This design comes from an exercise in tuning for small area on the open sky130 flow, not from production work.
Only simulation tests tie the RTL to the original design; equivalence was not proved.
Power is estimated from default activity; no workload was simulated.

==> inputs of try-amber <==
Design ram, start of the top module:
module ram
(
	input  logic        clk,
	input  logic        rst,
	input  logic [9:0]  addr,
	input  logic        cs,
	input  logic [31:0] in,
	input  logic        write_w,
	input  logic        write_h,
	input  logic        write_b,
	output logic [31:0] out,
	output logic        data_rdy
);
==> module lane_write_decode, before the edit <==
module lane_write_decode
(
	input  logic        cs,
	input  logic        write_w,
	input  logic        write_h,
	input  logic        write_b,
	input  logic [1:0]  lane_sel,
	input  logic [31:0] in,
	output logic        row_we,
	output logic [3:0]  lane_we,
	output logic [31:0] lane_din
);
	logic do_word;    
	logic do_half;    
	logic do_byte;    
	assign do_word = cs & write_w;
	assign do_half = cs & write_h & ~write_w & ~lane_sel[0];
	assign do_byte = cs & write_b & ~write_w & ~write_h;
	assign row_we     = do_word | do_half | do_byte;
	assign lane_we[0] = do_word | (do_half & ~lane_sel[1]) | (do_byte & (lane_sel == 2'd0));
	assign lane_we[1] = do_word | (do_half & ~lane_sel[1]) | (do_byte & (lane_sel == 2'd1));
	assign lane_we[2] = do_word | (do_half &  lane_sel[1]) | (do_byte & (lane_sel == 2'd2));
	assign lane_we[3] = do_word | (do_half &  lane_sel[1]) | (do_byte & (lane_sel == 2'd3));
	assign lane_din[7:0]   = in[7:0];
	assign lane_din[15:8]  = (write_w | write_h) ? in[15:8] : in[7:0];
	assign lane_din[23:16] = write_w ? in[23:16] : in[7:0];
	assign lane_din[31:24] = write_w ? in[31:24] : (write_h ? in[15:8] : in[7:0]);
endmodule
==> module byte_lane_mem, before the edit <==
module byte_lane_mem
(
	input  logic        clk,
	input  logic        wr,
	input  logic        hold_n,
	input  logic [31:0] wd,
	output logic [31:0] q
);
	for (genvar b = 0; b < 32; b++)
	begin : g_bit
		ram_bit u_bit
		(
			.clk    (clk),
			.wr     (wr),
			.hold_n (hold_n),
			.wd     (wd[b]),
			.q      (q[b])
		);
	end
endmodule
==> module read_gather, before the edit <==
module read_gather
(
	input  logic        clk,
	input  logic        rst,
	input  logic        cs,
	input  logic        phase,
	input  logic [255:0] rsel_n,          
	input  logic [255:0][31:0] rows,
	output logic [31:0] word_n,           
	output logic [31:0] out,
	output logic        data_rdy
);
	logic [127:0][31:0] pair_n;
	for (genvar p = 0; p < 128; p++)
	begin : g_pair
		for (genvar b = 0; b < 32; b++)
		begin : g_bit
			read_pair u_pair
			(
				.q0     (rows[2*p][b]),
				.q1     (rows[2*p+1][b]),
				.sel0_n (rsel_n[2*p]),
				.sel1_n (rsel_n[2*p+1]),
				.y_n    (pair_n[p][b])
			);
		end
	end
	always_comb
	begin
		word_n = '0;
		for (int p = 0; p < 128; p++)
		begin
			word_n = word_n | pair_n[p];
		end
	end
	always_ff @(posedge clk)
	begin
		data_rdy <= cs & ~rst;
		out      <= rst ? 32'h0 : word_n ^ {32{~phase & cs}};
	end
endmodule
==> module ram, before the edit <==
module ram
(
	input  logic        clk,
	input  logic        rst,
	input  logic [9:0]  addr,
	input  logic        cs,
	input  logic [31:0] in,
	input  logic        write_w,
	input  logic        write_h,
	input  logic        write_b,
	output logic [31:0] out,
	output logic        data_rdy
);
	logic [7:0]          row;
	logic                row_we;
	logic [3:0]          lane_we;
	logic [31:0]         lane_din;
	logic [31:0]         word_n;
	logic [31:0]         wd;
	logic                phase;        
	logic [15:0]         hi_hit;
	logic [15:0]         lo_we;
	logic [15:0]         lo_cs;
	logic [255:0]        wr;
	logic [255:0]        hold_n;
	logic [255:0]        rsel_n;
	logic [255:0][31:0]  rows;
	assign row = addr[9:2];
	always_ff @(posedge clk)
	begin
		phase <= ~phase;
	end
	lane_write_decode u_decode
	(
		.cs       (cs),
		.write_w  (write_w),
		.write_h  (write_h),
		.write_b  (write_b),
		.lane_sel (addr[1:0]),
		.in       (in),
		.row_we   (row_we),
		.lane_we  (lane_we),
		.lane_din (lane_din)
	);
	for (genvar b = 0; b < 32; b++)
	begin : g_wd
		assign wd[b] = lane_we[b/8] ? (lane_din[b] ^ phase) : ~word_n[b];
	end
	for (genvar i = 0; i < 16; i++)
	begin : g_pre
		assign hi_hit[i] = (row[7:4] == i);
		assign lo_we[i]  = (row[3:0] == i) & row_we;
		assign lo_cs[i]  = (row[3:0] == i) & cs;
	end
	for (genvar r = 0; r < 256; r++)
	begin : g_row
		assign wr[r]     = hi_hit[r/16] & lo_we[r%16];
		assign hold_n[r] = ~(hi_hit[r/16] & lo_we[r%16]);
		assign rsel_n[r] = ~(hi_hit[r/16] & lo_cs[r%16]);
		byte_lane_mem u_mem
		(
			.clk    (clk),
			.wr     (wr[r]),
			.hold_n (hold_n[r]),
			.wd     (wd),
			.q      (rows[r])
		);
	end
	read_gather u_gather
	(
		.clk      (clk),
		.rst      (rst),
		.cs       (cs),
		.phase    (phase),
		.rsel_n   (rsel_n),
		.rows     (rows),
		.word_n   (word_n),
		.out      (out),
		.data_rdy (data_rdy)
	);
endmodule
Settings: LEC_CHECK=0, CAP_MARGIN=20, CORE_MARGIN=2, CORE_UTILIZATION=35, PLACE_DENSITY=0.45, SLEW_MARGIN=20, SYNTH_HIERARCHICAL=1; clock period 10.0 ns.
run.sh (not shown) runs the stock make flow with config.mk's settings and CLKGATE_MAP_FILE= SYNTH_SCRIPT=/design/flow/synth_recipe.tcl, a recipe that flattens the netlist after the stock synthesis.
==> inputs of try-pepper, as changes to try-amber <==
--- a/flow/design.v
+++ b/flow/design.v
@@ -16,7 +16,6 @@
 	input  logic        write_b,
 	input  logic [1:0]  lane_sel,
 	input  logic [31:0] in,
-	output logic        row_we,
 	output logic [3:0]  lane_we,
 	output logic [31:0] lane_din
 );
@@ -26,7 +25,6 @@
 	assign do_word = cs & write_w;
 	assign do_half = cs & write_h & ~write_w & ~lane_sel[0];
 	assign do_byte = cs & write_b & ~write_w & ~write_h;
-	assign row_we     = do_word | do_half | do_byte;
 	assign lane_we[0] = do_word | (do_half & ~lane_sel[1]) | (do_byte & (lane_sel == 2'd0));
 	assign lane_we[1] = do_word | (do_half & ~lane_sel[1]) | (do_byte & (lane_sel == 2'd1));
 	assign lane_we[2] = do_word | (do_half &  lane_sel[1]) | (do_byte & (lane_sel == 2'd2));
@@ -53,18 +51,19 @@
 module byte_lane_mem
 (
 	input  logic        clk,
-	input  logic        wr,
-	input  logic        hold_n,
+	input  logic [3:0]  hold_n,   
 	input  logic [31:0] wd,
 	output logic [31:0] q
 );
+	logic [3:0] wr;
+	assign wr = ~hold_n;
 	for (genvar b = 0; b < 32; b++)
 	begin : g_bit
 		ram_bit u_bit
 		(
 			.clk    (clk),
-			.wr     (wr),
-			.hold_n (hold_n),
+			.wr     (wr[b/8]),
+			.hold_n (hold_n[b/8]),
 			.wd     (wd[b]),
 			.q      (q[b])
 		);
@@ -87,7 +86,7 @@
 	input  logic        rst,
 	input  logic        cs,
 	input  logic        phase,
-	input  logic [255:0] rsel_n,          
+	input  logic [255:0][3:0] rsel_n,     
 	input  logic [255:0][31:0] rows,
 	output logic [31:0] word_n,           
 	output logic [31:0] out,
@@ -102,8 +101,8 @@
 			(
 				.q0     (rows[2*p][b]),
 				.q1     (rows[2*p+1][b]),
-				.sel0_n (rsel_n[2*p]),
-				.sel1_n (rsel_n[2*p+1]),
+				.sel0_n (rsel_n[2*p][b/8]),
+				.sel1_n (rsel_n[2*p+1][b/8]),
 				.y_n    (pair_n[p][b])
 			);
 		end
@@ -137,18 +136,14 @@
 	output logic        data_rdy
 );
 	logic [7:0]          row;
-	logic                row_we;
 	logic [3:0]          lane_we;
 	logic [31:0]         lane_din;
 	logic [31:0]         word_n;
 	logic [31:0]         wd;
 	logic                phase;        
 	logic [15:0]         hi_hit;
-	logic [15:0]         lo_we;
 	logic [15:0]         lo_cs;
-	logic [255:0]        wr;
-	logic [255:0]        hold_n;
-	logic [255:0]        rsel_n;
+	logic [255:0][3:0]   hold_n;
 	logic [255:0][31:0]  rows;
 	assign row = addr[9:2];
 	always_ff @(posedge clk)
@@ -163,7 +158,6 @@
 		.write_b  (write_b),
 		.lane_sel (addr[1:0]),
 		.in       (in),
-		.row_we   (row_we),
 		.lane_we  (lane_we),
 		.lane_din (lane_din)
 	);
@@ -174,18 +168,22 @@
 	for (genvar i = 0; i < 16; i++)
 	begin : g_pre
 		assign hi_hit[i] = (row[7:4] == i);
-		assign lo_we[i]  = (row[3:0] == i) & row_we;
 		assign lo_cs[i]  = (row[3:0] == i) & cs;
 	end
 	for (genvar r = 0; r < 256; r++)
 	begin : g_row
-		assign wr[r]     = hi_hit[r/16] & lo_we[r%16];
-		assign hold_n[r] = ~(hi_hit[r/16] & lo_we[r%16]);
-		assign rsel_n[r] = ~(hi_hit[r/16] & lo_cs[r%16]);
+		for (genvar l = 0; l < 4; l++)
+		begin : g_lane
+			row_ctrl u_ctrl
+			(
+				.hi     (hi_hit[r/16]),
+				.lo_cs  (lo_cs[r%16]),
+				.hold_n (hold_n[r][l])
+			);
+		end
 		byte_lane_mem u_mem
 		(
 			.clk    (clk),
-			.wr     (wr[r]),
 			.hold_n (hold_n[r]),
 			.wd     (wd),
 			.q      (rows[r])
@@ -197,10 +195,18 @@
 		.rst      (rst),
 		.cs       (cs),
 		.phase    (phase),
-		.rsel_n   (rsel_n),
+		.rsel_n   (hold_n),
 		.rows     (rows),
 		.word_n   (word_n),
 		.out      (out),
 		.data_rdy (data_rdy)
 	);
 endmodule
+module row_ctrl
+(
+	input  logic hi,       
+	input  logic lo_cs,    
+	output logic hold_n    
+);
+	assign hold_n = ~(hi & lo_cs);
+endmodule
==> flow/flow/run.sh (new file) <==
#!/bin/bash
# The standard layout (standard.sh, unchanged synthesis, floorplan, power
# grid, placement and routing), with two changes to how it is built:
#  - clock tree: 8x clock buffers on clusters of up to 16 flip-flops within
#    60 um, and no dummy loads for level balancing
#  - port buffers: buf_2 on every input and output port
# Each ORFS step writes its full log under orfs/logs/; make's own output goes
# to standard.log in this folder.
set -euo pipefail
export CTS_ARGS="-sink_clustering_enable -repair_clock_nets -buf_list sky130_fd_sc_hd__clkbuf_8 -sink_clustering_size 16 -sink_clustering_max_diameter 60 -dont_use_dummy_load"
export BUFFER_PORTS_ARGS="-buffer_cell sky130_fd_sc_hd__buf_2"
bash standard.sh > standard.log 2>&1
==> flow/standard.sh (new file) <==
#!/bin/bash
# synth_recipe.tcl (not shown) runs the flow's synth.tcl, then flattens the netlist and writes it again
# the make line also repeats each setting of config.mk as NAME=value (left out here)
make -C /OpenROAD-flow-scripts/flow DESIGN_CONFIG=/design/flow/config.mk WORK_HOME=/design/flow/orfs CLKGATE_MAP_FILE= SYNTH_SCRIPT=/design/flow/synth_recipe.tcl "${@:-finish}"
==> flow/config.mk (replaced) <==
export PLATFORM = sky130hd
export DESIGN_NAME = ram
export DESIGN_NICKNAME = ram
export VERILOG_FILES = /design/flow/design.v
export SDC_FILE = /design/flow/constraint.sdc
export NUM_CORES = 4
export LEC_CHECK = 0
export CAP_MARGIN = 35
export CORE_MARGIN = 2
export CORE_UTILIZATION = 50
export PLACE_DENSITY = 0.6
export SLEW_MARGIN = 35
export SYNTH_HIERARCHICAL = 1
removed: flow/run.sh
==> qor summary <==
	try-pepper	try-amber
Worst skew pair latency	1.33 ns	1.23 ns
M1 wire length	387 mm	548 mm
Final-layout clock-cell area share	0.0297	0.0894
Outcome	timing/DRC/antenna clean	timing/DRC/antenna clean
Maximum single-stage delay on the critical path	0.67 ns	1.08 ns
Slew at the pin closest to its max-slew limit	1.15 ns	1.39 ns
Power in sequential cells	0.0356 W	0.0350 W
Multi-input logic area	0.0924 mm²	0.0954 mm²
Tcrit/Tclk final	0.682	0.841
Well-tap cell count	6916	9827
Met2 capacity usage during global routing	0.463	0.485
Share of cell area taken by muxes after synthesis	0.00348	0.00351
Post-detailed-route wirelength per cell	26.8 µm	35.7 µm
Achievable clock frequency	0.147 GHz	0.119 GHz

[static timing again, ports no longer ideal]
How much do the figures lean on ideal ports? The routed layouts below were timed once more, with nothing changed but the port constraints.
Step 1 sets driving cells, clkbuf_16 on the clock port and buf_2 on the other inputs (assumed; they add their load-dependent delay and slew).
Step 2, shift: input delay + t, output delay - t, t = (earliest + latest rising clock arrival at the registers) / 2. This alone moves slack from input paths to output paths.
Three values: ideal, step 1, step 2; two values: the first two.
run	t (ns)	setup WS [ns]	latest minus earliest clock arrival (ns)	worst data-port slew with drivers (ns)
try-amber	1.309	1.585 / 1.677 / 0.367	0.097 / 0.097	0.18
try-pepper	1.389	3.177 / 3.243 / 1.853	0.123 / 0.123	0.16
After both steps every run listed still meets setup and hold. The setup slack of try-pepper, which loses most, moves by +0.066 ns with the drivers and by -1.324 ns with both steps.
